What follows belongs to an exercise in optimizing a design on an open flow for small area, a short achievable clock period and few clock cycles; a production flow would make more cautious choices.
Where RTL was checked, it was by simulation tests only, not by an equivalence proof against the original.
The RTL of run 1 was laid out without a check of its function.
Power is estimated from default activity; no workload was simulated.

[flow/config.mk]
export PLATFORM = sky130hd
export DESIGN_NAME = codma_top
export DESIGN_NICKNAME = codma_top
export VERILOG_FILES = /design/flow/design.v
export SDC_FILE = /design/flow/constraint.sdc
export NUM_CORES = 4
export LEC_CHECK = 0
export CAP_MARGIN = 20
export CORE_MARGIN = 2
export CORE_UTILIZATION = 55
export PLACE_DENSITY = 0.75
export SETUP_SLACK_MARGIN = 3.6
export SLEW_MARGIN = 20
export BUFFER_PORTS_ARGS = -buffer_cell sky130_fd_sc_hd__buf_1
export CTS_ARGS = -sink_clustering_enable -repair_clock_nets -dont_use_dummy_load -sink_clustering_size 16 -sink_clustering_max_diameter 80 -buf_list sky130_fd_sc_hd__clkbuf_8
[flow/constraint.sdc]
create_clock -name core_clock -period 6.0 [get_ports {clk_i}]
set_input_delay 1.2000 -clock core_clock [delete_from_list [all_inputs] [get_ports {clk_i}]]
set_output_delay 1.2000 -clock core_clock [all_outputs]
set_load 0.01 [all_outputs]
[flow/design.v]
`timescale 1ns/1ps
package codma_pkg;
    localparam int ADDR_W         = 32;
    localparam int DATA_W         = 32;
    localparam int BYTES_PER_WORD = 4;
    localparam int PKT_WORDS      = 8;
    localparam int BUF_IDX_W      = 3;
    localparam int DESC_WORDS     = 4;
    typedef enum logic [DATA_W-1:0] {
        TASK_SINGLE = 32'd0,
        TASK_BURST  = 32'd1
    } task_type_e;
    typedef enum logic [DATA_W-1:0] {
        STATUS_DONE    = 32'd0,
        STATUS_PENDING = 32'd1,
        STATUS_ERROR   = 32'd2
    } status_e;
    typedef struct packed {
        logic [DATA_W-1:0] kind;
        logic [ADDR_W-1:0] src;
        logic [ADDR_W-1:0] dst;
        logic [DATA_W-1:0] len;
    } task_desc_t;
    typedef enum logic [2:0] {
        CTRL_IDLE,
        CTRL_FETCH,
        CTRL_COPY,
        CTRL_FINISH,
        CTRL_ERROR,
        CTRL_WAIT_STATUS
    } ctrl_state_e;
    typedef enum logic [1:0] {
        COPY_IDLE,
        COPY_READ,
        COPY_WRITE
    } copy_state_e;
endpackage
`timescale 1ns/1ps
module codma_top(
    input  logic                         clk_i,
    input  logic                         reset_n_i,
    input  logic                         start_i,
    input  logic [codma_pkg::ADDR_W-1:0] task_pointer_i,
    input  logic [codma_pkg::ADDR_W-1:0] status_pointer_i,
    output logic                         busy_o,
    output logic                         irq_o,
    output logic                         bus_req_o,
    output logic                         bus_we_o,
    output logic [codma_pkg::ADDR_W-1:0] bus_addr_o,
    output logic [codma_pkg::DATA_W-1:0] bus_wdata_o,
    input  logic [codma_pkg::DATA_W-1:0] bus_rdata_i,
    input  logic                         bus_ack_i,
    input  logic                         bus_error_i
);
    logic fetch_r;      
    logic pend_r;       
    logic read_r;       
    logic write_r;      
    logic fin_r;        
    logic busy_r;
    logic req_r;        
    logic we_r;
    logic irq_r;
    logic pend_err_r;   
    logic burst_r;      
    logic [2:0]  cnt_r;
    logic [31:0] addr_r;     
    logic [31:0] next_r;     
    logic [29:0] words_r;    
    logic        last_w;     
    logic [31:0] buf_r [8];  
    logic resp;
    logic desc_last;
    logic desc_ok;
    logic pkt_last;
    logic copy;
    logic copy_end;
    logic fin_end, fin_retry;
    logic sel_sp, sel_next, step;
    logic s_tp, s_sp, s_nx, s_inc;
    logic [31:0] addr_carry;   
    logic [29:0] words_zero;   
    logic        dec;
    assign resp      = bus_ack_i | bus_error_i;
    assign desc_last = fetch_r && (cnt_r[1:0] == 2'd3);
    assign desc_ok   = (bus_rdata_i != 32'd0) &&
                       (buf_r[5][31:1] == 31'd0) &&
                       (buf_r[5][0] ? (bus_rdata_i[4:0] == 5'd0) : (bus_rdata_i[1:0] == 2'd0));
    assign pkt_last  = !burst_r || (cnt_r == 3'd7);
    assign copy      = read_r || write_r;
    assign copy_end  = (write_r && bus_ack_i && last_w) || (copy && bus_error_i);
    assign fin_end   = fin_r && (bus_ack_i || (bus_error_i && buf_r[0][1]));
    assign fin_retry = fin_r && bus_error_i && !buf_r[0][1];
    assign busy_o      = busy_r;
    assign irq_o       = irq_r;
    assign bus_req_o   = req_r;
    assign bus_we_o    = we_r;
    assign bus_addr_o  = addr_r;
    assign bus_wdata_o = buf_r[0];
    always_ff @(posedge clk_i or negedge reset_n_i) begin
        if (!reset_n_i) begin
            fetch_r <= 1'b0;
            pend_r  <= 1'b0;
            read_r  <= 1'b0;
            write_r <= 1'b0;
            fin_r   <= 1'b0;
            busy_r  <= 1'b0;
            req_r   <= 1'b0;
            we_r    <= 1'b0;
            irq_r   <= 1'b0;
        end else begin
            irq_r <= fin_end;
            if (!busy_r) begin
                if (start_i) begin
                    busy_r  <= 1'b1;
                    req_r   <= 1'b1;
                    fetch_r <= 1'b1;
                end
            end else if (fetch_r) begin
                if (bus_error_i) begin
                    fetch_r <= 1'b0;
                    fin_r   <= 1'b1;
                    we_r    <= 1'b1;
                end else if (bus_ack_i && desc_last) begin
                    fetch_r <= 1'b0;
                    pend_r  <= desc_ok;
                    fin_r   <= !desc_ok;
                    we_r    <= 1'b1;
                end
            end else if (pend_r) begin
                if (resp) begin
                    pend_r <= 1'b0;
                    read_r <= 1'b1;
                    we_r   <= 1'b0;
                end
            end else if (copy) begin
                if (copy_end) begin
                    read_r  <= 1'b0;
                    write_r <= 1'b0;
                    fin_r   <= 1'b1;
                    we_r    <= 1'b1;
                end else if (bus_ack_i && pkt_last) begin
                    read_r  <= write_r;
                    write_r <= read_r;
                    we_r    <= read_r;
                end
            end else if (fin_end) begin
                fin_r  <= 1'b0;
                busy_r <= 1'b0;
                req_r  <= 1'b0;
                we_r   <= 1'b0;
            end
        end
    end
    assign sel_sp   = (fetch_r && (bus_error_i || (bus_ack_i && desc_last))) ||
                      copy_end || pend_r || fin_r;
    assign sel_next = copy && bus_ack_i && pkt_last;
    assign step     = bus_ack_i;
    always_comb begin
        logic grp;
        addr_carry = '0;
        grp = 1'b1;
        for (int g = 2; g < 32; g += 4) begin
            addr_carry[g] = grp;
            for (int i = g + 1; i < g + 4 && i < 32; i++) begin
                addr_carry[i] = addr_carry[i - 1] & addr_r[i - 1];
            end
            grp = grp & (&addr_r[g +: 4]);
        end
        words_zero = '0;
        grp = 1'b1;
        for (int g = 0; g < 30; g += 4) begin
            words_zero[g] = grp;
            for (int i = g + 1; i < g + 4 && i < 30; i++) begin
                words_zero[i] = words_zero[i - 1] & !words_r[i - 1];
            end
            grp = grp & ~(|words_r[g +: 4]);
        end
    end
    assign s_tp  = !busy_r;
    assign s_nx  = busy_r && ((pend_r && resp) || (sel_next && !copy_end));
    assign s_sp  = busy_r && !(pend_r && resp) && sel_sp;
    assign s_inc = busy_r && !s_nx && !s_sp;
    always_ff @(posedge clk_i) begin
        addr_r <= ({32{s_tp}}  & task_pointer_i) |
                  ({32{s_sp}}  & status_pointer_i) |
                  ({32{s_nx}}  & next_r) |
                  ({32{s_inc}} & (addr_r ^ ({32{step}} & addr_carry)));
    end
    always_ff @(posedge clk_i) begin
        if (desc_last || (pend_r && resp)) begin
            next_r <= buf_r[6];
        end else if (sel_next) begin
            next_r <= addr_r ^ ({32{step}} & addr_carry);   
        end
    end
    always_ff @(posedge clk_i) begin
        if (!busy_r || pend_r) begin
            cnt_r <= 3'd0;
        end else begin
            cnt_r <= cnt_r + {2'd0, bus_ack_i};
        end
    end
    always_ff @(posedge clk_i) begin
        if (!busy_r) begin
            pend_err_r <= 1'b0;
        end else if (pend_r && bus_error_i) begin
            pend_err_r <= 1'b1;
        end
    end
    assign dec    = write_r && bus_ack_i;
    assign last_w = (words_r == 30'd1);
    always_ff @(posedge clk_i) begin
        if (desc_last) begin
            words_r <= bus_rdata_i[31:2];
            burst_r <= buf_r[5][0];
        end else begin
            words_r <= words_r ^ ({30{dec}} & words_zero);
        end
    end
    logic        b0_code, b0_rd, b0_sh, b0_hold;
    logic        code_pend, code_done;
    logic [31:0] code;
    assign b0_code   = (fetch_r && bus_error_i) || (desc_last && bus_ack_i) || copy_end || fin_retry;
    assign code_pend = desc_last && bus_ack_i && desc_ok;
    assign code_done = copy_end && !bus_error_i && !pend_err_r;
    assign code      = {30'd0, !code_pend && !code_done, code_pend};
    assign b0_rd     = !b0_code && read_r && bus_ack_i && !burst_r;
    assign b0_sh     = !b0_code && !b0_rd && bus_ack_i;
    assign b0_hold   = !b0_code && !bus_ack_i;
    always_ff @(posedge clk_i) begin
        if (bus_ack_i) begin
            for (int i = 1; i < 7; i++) begin
                buf_r[i] <= buf_r[i + 1];
            end
            buf_r[7] <= bus_rdata_i;
        end
        buf_r[0] <= ({32{b0_code}} & code) |
                    ({32{b0_rd}}   & bus_rdata_i) |
                    ({32{b0_sh}}   & buf_r[1]) |
                    ({32{b0_hold}} & buf_r[0]);
    end
endmodule
[flow/flow/run.sh]
#!/bin/bash
# The standard layout (the standard.sh) with two changes: every port is buffered with
# sky130_fd_sc_hd__buf_1 instead of the cell buffer_ports picks by itself, and clock tree
# synthesis inserts no dummy loads and uses the clustering below. The make output goes to
# standard.log in this folder.
set -euo pipefail
cat >> config.mk <<'EOC'
export BUFFER_PORTS_ARGS = -buffer_cell sky130_fd_sc_hd__buf_1
export CTS_ARGS = -sink_clustering_enable -repair_clock_nets -dont_use_dummy_load -sink_clustering_size 16 -sink_clustering_max_diameter 80 -buf_list sky130_fd_sc_hd__clkbuf_8
EOC
bash standard.sh > standard.log 2>&1
[flow/standard.sh]
#!/bin/bash
# synth_recipe.tcl (not shown) runs the flow's synth.tcl, then flattens the netlist and writes it again
# the make line also repeats each setting of config.mk as NAME=value (left out here)
make -C /OpenROAD-flow-scripts/flow DESIGN_CONFIG=/design/flow/config.mk WORK_HOME=/design/flow/orfs CLKGATE_MAP_FILE= SYNTH_SCRIPT=/design/flow/synth_recipe.tcl "${@:-finish}"
==> results of run 1 <==
[worst max path at each step]
stage | end | slack, ns | depth (start not counted)
6_report | words_r[16] | 3.56 | 7
5_1_grt | words_r[16] | 3.52 | 7
4_1_cts | bus_addr_o[26] | 3.60 | 1
3_5_place_dp | addr_r[5] | 1.96 | 7
3_3_place_gp | next_r[22] | 2.05 | 4
2_1_floorplan | next_r[17] | 3.26 | 6
[cells by family (layout without fill, tap and decap cells)]
group	Yosys count	after routing
flops	364	364
simple gates	275	277
compound gates	223	225
buf+inv	59	235
xor+xnor	54	54
fa+ha+maj	4	4
mux	4	4
[state kept, by name, summed over array words and instances (netlist names)]
| name | flops |
|---|---|
| req_r | 1 |
| pend_err_r | 1 |
| next_r | 32 |
| words_r | 30 |
| cnt_r | 3 |
| busy_r | 1 |
| addr_r | 32 |
| buf_r | 256 |
| read_r | 1 |
| write_r | 1 |
| pend_r | 1 |
| we_r | 1 |
| fin_r | 1 |
| burst_r | 1 |
| fetch_r | 1 |
| irq_r | 1 |
[Yosys cell counts, types with 4 or more instances]
library cell  instances  share of area [%]
nand2_1              79                2.2
nand3_1              19               0.70
nand4_1               8               0.37
a31oi_1               4               0.18
nor2_1               63                1.7
and3_1                5               0.23
edfxtp_1            257                 57
buf_1                 4               0.11
nor4_1               16               0.73
nor3_1               18               0.66
inv_1                13               0.36
xnor2_1              29                1.9
o21ai_1              12               0.44
o21ai_0              38                1.4
o2bb2ai_1            31                2.0
dfrtp_1               9                1.7
clkbuf_1             30               0.83
a22oi_1              21                1.2
nor2b_1              32                1.5
dfxtp_1              98                 14
mux2_2                4               0.33
ha_1                  4               0.37
a222oi_1             12               0.88
or3_1                 7               0.32
buf_2                 6               0.22
a21oi_1              65                2.4
xor2_1               25                1.6
o211ai_1             22                1.2
[power groups by stage]
stage / Combinational (W) / Sequential [W] / Clock (W)
floorplan: 0.000951 / 0.00358 / 0
global placement: 0.00138 / 0.00359 / 0
detailed placement: 0.00143 / 0.00360 / 0
CTS: 0.00156 / 0.00355 / 0.00112
global route: 0.00174 / 0.00361 / 0.00120
finish: 0.00159 / 0.00357 / 0.00111
[cell type report]
class	count	area [µm²]	area share (%)
clock buffers	26	357.8	2.313
inverters	15	57.56	0.3720
multi-input cells	564	3809	24.62
flip-flops and latches	364	9931	64.19
well taps	324	405.4	2.620
repair buffers	194	910.9	5.888
[metal layers]
| metal | up-vias | global-route usage (%) | routed length (µm) |
|---|---|---|---|
| met5 | - | 0 | 0 |
| met4 | 0 | 10.15 | 1451 |
| met3 | 82 | 4.006 | 2984 |
| met2 | 454 | 36.67 | 14710 |
| met1 | 4322 | 34.74 | 13100 |
| li1 | 4063 | - | - |
[through the flow]
step	power, W	utilization [%]
final	0.006262	63.62
after global routing	0.006554	63.62
after CTS	0.006225	63.10
after detailed placement	0.005031	60.42
after global placement	0.004968	60.42
after floorplan	0.004531	-
[repair_timing]
item | 4_1_cts | 5_1_grt
hold endpoints to repair | 0 | 0
pin swaps | 8 | 5
setup buffers | 13 | 4
resized for setup | 29 | 32
gates cloned | 6 | 0
setup endpoints to repair | 355 | 69
==> impl_metrics.env, run 1 <==
export IMPL_nFillCells=1861
export IMPL_synthMuxAreaShare_pct=0.3301
export IMPL_hold_violations=0
export IMPL_drv_slew=0
export IMPL_synth_xor_area_share_pct=3.466
export IMPL_worstSetupStartpointType="input pin"
export IMPL_slew_headroom_pct=55.09
export IMPL_ys_warnings_count=4
export IMPL_syn_num_nets=1088
export IMPL_period_share_pct=40.61
export IMPL_yosys_cell_types_count=65
export IMPL_ctsHoldBuffers=0
export IMPL_final_setup_tns_ns=0
export IMPL_gp_congestion=0.8683
export IMPL_clk_latency_ns=0.58
export IMPL_cts_buffer_depth=3
export IMPL_grt_pass1_vias=8317
export IMPL_core_um2=24320
export IMPL_viasPerCell=5.999
export IMPL_whs_path_depth=0
export IMPL_grt_pass1_wl_um=47360
export IMPL_skew_ns=0.03665
export IMPL_ant_nets=0
export IMPL_crit_start="bus_ack_i"
export IMPL_drt_iter0_markers=1008
export IMPL_grt_usage_pct=24.08
export IMPL_synth_cells=983
export IMPL_die_h_um=161.5
export IMPL_worst_slack_ns=3.563
export IMPL_grt_max_degree=80
export IMPL_endpoint_kind="register"
export IMPL_cp_top_family="simple AND/OR/NAND/NOR gates"
export IMPL_slowest_delay_ns=0.38
export IMPL_worstReg2RegStart="words_r[21]"
export IMPL_critical_path_class="input pin to register"
export IMPL_whs_ns=0.4029
export IMPL_drt_wl_total_um=32240
export IMPL_htree_num_levels=1
export IMPL_wl_per_cell_um=21.68
export IMPL_pin_count=169
export IMPL_p_clk_share_pct=17.6
export IMPL_powerDensity_nw_per_um2=404.7
export IMPL_r2r_slack_ns=3.65
export IMPL_worst_slew_pin_slew_ns=0.6736
export IMPL_placed_cell_area_um2=14690
export IMPL_placed_cells=1438
export IMPL_critical_path_required_ns=6.45
export IMPL_syn_cell_area_um2=13650
export IMPL_path_clk_slew_ns=0.10
export IMPL_switching_share_pct=32.31
export IMPL_min_to="buf_r[1][23]"
export IMPL_layout_nets=1270
export IMPL_synth_avg_cell_area_um2=13.88
export IMPL_core_rowCount=57
export IMPL_rsz0062_at_grt="yes"
export IMPL_area_growth_syn_to_layout_pct=13.37
export IMPL_max_cap_viol_count=0
export IMPL_yosys_most_used_dff="edfxtp_1"
export IMPL_drt_pass1_iterations=5
export IMPL_cts_root_buf="clkbuf_8"
export IMPL_seq_power_share_pct=57.0
export IMPL_io_buffers=168
export IMPL_p_int_w=0.004239
export IMPL_final_common_cell="edfxtp_1"
export IMPL_power_leakage_nw=5.167
export IMPL_synth_compound_area_share_pct=10.95
export IMPL_cts_tree="yes"
export IMPL_status="timing/DRC/antenna clean"
export IMPL_numCtsBuffers=26
export IMPL_vdd_drop_max_mv=0.3056
export IMPL_cp_slowest_cell="nor4_4"
export IMPL_hp_start="buf_r[2][23]"
export IMPL_die_w_um=161.5
export IMPL_fin_cells=1487
export IMPL_crit_arrival_ns=2.89
export IMPL_crit_chain="clkbuf_16 -> nand4bb_2 -> nor4_4 -> nand2_2 -> o41a_1 -> o21ai_0 -> nand2_1"
export IMPL_ff2ff_path_depth=7
export IMPL_setup_viol=0
export IMPL_combPwrFrac_pct=25.4
export IMPL_place_ws_ns=1.959
export IMPL_yosysSeqAreaShare_pct=72.58
export IMPL_min_period_ns=2.437
export IMPL_p_switching_w=0.002023
export IMPL_stdcell_area_um2=15470
export IMPL_rr_endpoint="buf_r[0][0]"
export IMPL_async_flop_share_pct=2.473
export IMPL_diodes=0
export IMPL_yosys_area_share_simple_pct=10.50
export IMPL_synth_edf_count=257
export IMPL_worstPathMaxFanout=17
export IMPL_ys_ff_latch=364
export IMPL_grt_antenna_before_repair=0
export IMPL_grt_ovfl_total=0
export IMPL_start_util_pct=56.11
export IMPL_fmax_mhz=410.4
export IMPL_synth_top_family_by_area="compound AO/OA/AOI/OAI gates"
export IMPL_layout_common_cells="edfxtp_1, buf_1, nand2_1, dfxtp_1, a21oi_1"
export IMPL_hold_path_class="register to register"
export IMPL_cts_sinks=364
export IMPL_critPathBufInv=1
export IMPL_via_count=8921
export IMPL_synth_adder_area_share_pct=0.3667
export IMPL_final_layout_size_suffix_gt1_share_pct=11.87
export IMPL_remaining_drc_errors=0
export IMPL_dp_hpwl_um=20760
export IMPL_die_area_um2=26090
==> run 2: changes to the inputs <==
--- a/flow/design.v
+++ b/flow/design.v
@@ -67,7 +67,7 @@
     logic [31:0] addr_r;     
     logic [31:0] next_r;     
     logic [29:0] words_r;    
-    logic        last_w;     
+    logic        last_r;     
     logic [31:0] buf_r [8];  
     logic resp;
     logic desc_last;
@@ -88,7 +88,7 @@
                        (buf_r[5][0] ? (bus_rdata_i[4:0] == 5'd0) : (bus_rdata_i[1:0] == 2'd0));
     assign pkt_last  = !burst_r || (cnt_r == 3'd7);
     assign copy      = read_r || write_r;
-    assign copy_end  = (write_r && bus_ack_i && last_w) || (copy && bus_error_i);
+    assign copy_end  = (write_r && bus_ack_i && last_r) || (copy && bus_error_i);
     assign fin_end   = fin_r && (bus_ack_i || (bus_error_i && buf_r[0][1]));
     assign fin_retry = fin_r && bus_error_i && !buf_r[0][1];
     assign busy_o      = busy_r;
@@ -208,14 +208,17 @@
             pend_err_r <= 1'b1;
         end
     end
-    assign dec    = write_r && bus_ack_i;
-    assign last_w = (words_r == 30'd1);
+    assign dec = write_r && bus_ack_i;
     always_ff @(posedge clk_i) begin
         if (desc_last) begin
             words_r <= bus_rdata_i[31:2];
+            last_r  <= (bus_rdata_i[31:2] == 30'd1);
             burst_r <= buf_r[5][0];
         end else begin
             words_r <= words_r ^ ({30{dec}} & words_zero);
+            if (write_r && bus_ack_i) begin
+                last_r <= (words_r == 30'd2);
+            end
         end
     end
     logic        b0_code, b0_rd, b0_sh, b0_hold;
@@ -226,10 +229,10 @@
     assign code_done = copy_end && !bus_error_i && !pend_err_r;
     assign code      = {30'd0, !code_pend && !code_done, code_pend};
     assign b0_rd     = !b0_code && read_r && bus_ack_i && !burst_r;
-    assign b0_sh     = !b0_code && !b0_rd && bus_ack_i;
-    assign b0_hold   = !b0_code && !bus_ack_i;
-    always_ff @(posedge clk_i) begin
-        if (bus_ack_i) begin
+    assign b0_sh     = !b0_code && !b0_rd && resp;
+    assign b0_hold   = !b0_code && !resp;
+    always_ff @(posedge clk_i) begin
+        if (resp) begin
             for (int i = 1; i < 7; i++) begin
                 buf_r[i] <= buf_r[i + 1];
             end
==> flow/flow/run.sh (replaced) <==
#!/bin/bash
set -euo pipefail
cat >> config.mk <<'EOC'
export BUFFER_PORTS_ARGS = -buffer_cell sky130_fd_sc_hd__buf_1
export CTS_ARGS = -sink_clustering_enable -repair_clock_nets -dont_use_dummy_load -sink_clustering_size 16 -sink_clustering_max_diameter 80 -buf_list sky130_fd_sc_hd__clkbuf_8
export SETUP_SLACK_MARGIN = 3.6
EOC
bash standard.sh cts > standard_to_cts.log 2>&1
sed -i 's/^export SETUP_SLACK_MARGIN = 3.6$/export SETUP_SLACK_MARGIN = 3.7/' config.mk
bash standard.sh finish > standard_finish.log 2>&1
--- a/flow/config.mk
+++ b/flow/config.mk
@@ -9,7 +9,7 @@
 export CORE_MARGIN = 2
 export CORE_UTILIZATION = 55
 export PLACE_DENSITY = 0.75
-export SETUP_SLACK_MARGIN = 3.6
 export SLEW_MARGIN = 20
 export BUFFER_PORTS_ARGS = -buffer_cell sky130_fd_sc_hd__buf_1
 export CTS_ARGS = -sink_clustering_enable -repair_clock_nets -dont_use_dummy_load -sink_clustering_size 16 -sink_clustering_max_diameter 80 -buf_list sky130_fd_sc_hd__clkbuf_8
+export SETUP_SLACK_MARGIN = 3.7
==> impl_metrics.env, run 2 <==
export IMPL_drt_wl_total_um=32680
export IMPL_max_cap_viol_count=0
export IMPL_grt_pass1_vias=8314
export IMPL_synth_edf_count=258
export IMPL_cp_top_family="flip-flops"
export IMPL_synth_cells=971
export IMPL_drv_slew=0
export IMPL_reg_top3="buf_r: 256 flops, addr_r: 32 flops, next_r: 32 flops"
export IMPL_power_leakage_nw=5.694
export IMPL_placed_cell_area_um2=14610
export IMPL_synth_xor_area_share_pct=3.420
export IMPL_cts_sinks=365
export IMPL_powerDensity_nw_per_um2=429.4
export IMPL_numCtsBuffers=26
export IMPL_path_clk_slew_ns=0.11
export IMPL_die_area_um2=25950
export IMPL_hold_violations=0
export IMPL_status="timing/DRC/antenna clean"
export IMPL_cp_slowest_cell="dfrtp_2"
export IMPL_final_layout_size_suffix_gt1_share_pct=23.41
export IMPL_synth_adder_area_share_pct=0.3687
export IMPL_nFillCells=1732
export IMPL_worstPathMaxFanout=2
export IMPL_pin_count=169
export IMPL_stdcell_area_um2=16080
export IMPL_placed_cells=1429
export IMPL_worstSetupStartpointType="register"
export IMPL_drt_pass1_iterations=9
export IMPL_dp_hpwl_um=20760
export IMPL_layout_nets=1303
export IMPL_crit_chain="clkbuf_2"
export IMPL_synth_avg_cell_area_um2=13.98
export IMPL_wl_per_cell_um=21.50
export IMPL_worst_slew_pin_slew_ns=0.5259
export IMPL_synthMuxAreaShare_pct=0.2489
export IMPL_hp_start="buf_r[4][15]"
export IMPL_synth_top_cells_by_area="edfxtp_1, dfxtp_1, o21ai_0, nand2_1, a22oi_1"
export IMPL_cts_root_buf="clkbuf_8"
export IMPL_via_count=9042
export IMPL_fin_cells=1520
export IMPL_grt_antenna_before_repair=0
export IMPL_start_util_pct=55.98
export IMPL_layout_common_cells="edfxtp_1, buf_1, nand2_1"
export IMPL_yosysSeqAreaShare_pct=73.19
export IMPL_core_um2=24250
export IMPL_cts_tree="yes"
export IMPL_diodes=0
export IMPL_cts_buffer_depth=3
export IMPL_slew_headroom_pct=64.94
export IMPL_crit_arrival_ns=1.14
export IMPL_slowest_delay_ns=0.43
export IMPL_drt_iter0_markers=1238
export IMPL_yosys_most_used_dff="edfxtp_1"
export IMPL_hold_path_class="register to register"
export IMPL_skew_ns=0.03675
export IMPL_fmax_mhz=427.8
export IMPL_die_h_um=161.1
export IMPL_grt_ovfl_total=0
export IMPL_remaining_drc_errors=0
export IMPL_top_register="buf_r"
export IMPL_vdd_drop_max_mv=0.2321
export IMPL_syn_cell_area_um2=13570
export IMPL_area_growth_syn_to_layout_pct=18.47
export IMPL_critPathBufInv=1
export IMPL_viasPerCell=5.949
export IMPL_critical_path_required_ns=4.80
export IMPL_async_flop_share_pct=2.466
export IMPL_netlist_area_leader_share_pct=57.08
export IMPL_largest_register_ffs=256
export IMPL_period_share_pct=38.95
export IMPL_synth_top_family_by_area="compound AO/OA/AOI/OAI gates"
export IMPL_io_buffers=168
export IMPL_ctsHoldBuffers=0
export IMPL_synth_area_leader_cell="edfxtp_1"
export IMPL_ys_warnings_count=4
export IMPL_synth_compound_area_share_pct=10.94
export IMPL_setup_viol=0
export IMPL_synth_commonest_cells="edfxtp_1, dfxtp_1, nand2_1"
export IMPL_grt_max_degree=69
export IMPL_rsz0062_at_grt="yes"
export IMPL_yosysMostFrequentCell="edfxtp_1"
export IMPL_worstReg2RegStart="addr_r[12]"
export IMPL_die_w_um=161.1
export IMPL_yosys_area_share_simple_pct=10.11
export IMPL_grt_usage_pct=23.54
export IMPL_critical_path_class="register to output port"
export IMPL_crit_start="busy_r"
export IMPL_final_common_cell="edfxtp_1"
export IMPL_endpoint_kind="output port"
export IMPL_ys_ff_latch=365
export IMPL_yosys_cell_types_count=62
export IMPL_gp_congestion=0.8488
export IMPL_min_period_ns=2.337
export IMPL_htree_num_levels=1
export IMPL_clk_latency_ns=0.59
export IMPL_ant_nets=0
export IMPL_core_rowCount=57
export IMPL_grt_pass1_wl_um=47000
export IMPL_syn_num_nets=1076
-- run 2: cell count changes after synthesis, sizes merged, moves of 5 or more --
cell / before / now
buf: 14 / 19
o21ai: 50 / 91
o211ai: 22 / 6
clkbuf: 30 / 25
nand2: 79 / 96
a222oi: 12 / 27
a22oi: 21 / 37
o2bb2ai: 31 / 1
a21oi: 65 / 40
nor2b: 32 / 1
nor4: 18 / 28
nand4: 9 / 18
-- run 2: cells by family (layout without fill, tap and decap cells) --
group | Yosys count | after routing
AOI/OAI and AO/OA | 227 | 229
xor gates and xnor gates | 53 | 53
adders and majority gates | 4 | 4
buffers and inverters | 54 | 277
DFF | 365 | 365
muxes | 3 | 3
and+or+nand+nor | 265 | 265
-- run 2: metal layers --
layer | wire (µm) | GRT usage, % | vias up
met5 | 0 | 0 | -
met4 | 1096 | 7.427 | 0
met3 | 2640 | 3.493 | 79
met2 | 15850 | 38.61 | 419
met1 | 13090 | 32.89 | 4413
li1 | - | - | 4131
-- run 2: path summary, 6_finish.rpt --
| kind | end | slack (ns) | cells past startpoint |
|---|---|---|---|
| setup / recovery | busy_o | 3.66 | 1 |
| setup reg to reg | next_r[22] | 3.76 | 6 |
| max in group asynchronous | busy_r | 5.11 | 1 |
| min in group asynchronous | irq_r | 0.53 | 1 |
| hold reg to reg | buf_r[3][15] | 0.41 | 0 |
| hold / removal | buf_r[3][15] | 0.41 | 0 |
-- run 2: area by class of cell --
class                   count  area, µm²  area share [%]
well taps                 324      405.4           2.521
multi-input cells         554       3671           22.83
repair buffers            241       1543           9.594
inverters                  10      48.80          0.3035
flip-flops and latches    365      10050           62.53
clock buffers              26      357.8           2.225
-- run 2: stage by stage --
step | utilization, % | total power (W) | setup TNS, ns | setup slack [ns] | hold WS [ns]
CTS | 62.57 | 0.006366 | 0 | 3.567 | 0.4194
floorplan | - | 0.004721 | -1.565 | -0.04768 | 0.4003
finish | 66.32 | 0.006905 | 0 | 3.663 | 0.4113
global placement | 60.24 | 0.005153 | 0 | 2.340 | 0.4002
global route | 66.32 | 0.007209 | 0 | 3.606 | 0.4232
detailed placement | 60.26 | 0.005220 | 0 | 2.261 | 0.4045
-- run 2: where the power goes --
group / internal, W / leakage, nW / total [W] / switching, W
logic: 0.000950 / 1.97 / 0.00201 / 0.00106
clock network: 0.000389 / 0.187 / 0.00111 / 0.000717
registers: 0.00337 / 3.54 / 0.00379 / 0.000418
total: 0.00471 / 5.69 / 0.00690 / 0.00220
-- run 2: repair_timing --
action                                  CTS  global route
cloned                                    3             2
buffers inserted                          5            55
gates resized for setup                  30           193
pin swaps                                 5            12
endpoints found under the hold margin     0             0
endpoints found under the setup margin  343           288
Testbench counts of run 2, summed over its fixed seeds: cycles 33,685.

separate check: timing with driven ports:
The results above use ideal ports. As a check the final layouts listed here were re-extracted and re-timed, cells and wires unchanged.
Step 1 (the two cells are an assumption about what drives the block):
set clk [get_ports {clk_i}]
set_driving_cell -lib_cell sky130_fd_sc_hd__clkbuf_16 $clk
set_driving_cell -lib_cell sky130_fd_sc_hd__buf_2 [delete_from_list [all_inputs] $clk]
Step 2, shift: input delay + t, output delay - t, t = (earliest + latest rising clock arrival at the registers) / 2. This alone moves slack from input paths to output paths.
Three values: ideal ports, drivers, drivers and shift; two values: the first two.
run	shift t [ns]	slack for setup (ns)	hold WS [ns]	clock arrival spread, ns
run 1	0.612	3.563 / 3.382 / 2.770	0.403 / 0.403 / 0.403	0.037 / 0.038
run 2	0.613	3.663 / 3.617 / 3.055	0.411 / 0.411 / 0.411	0.037 / 0.037
After both steps setup and hold are still met in every run listed. For run 1, which loses most, drivers alone change the setup slack by -0.181 ns; drivers and shift together by -0.793 ns.
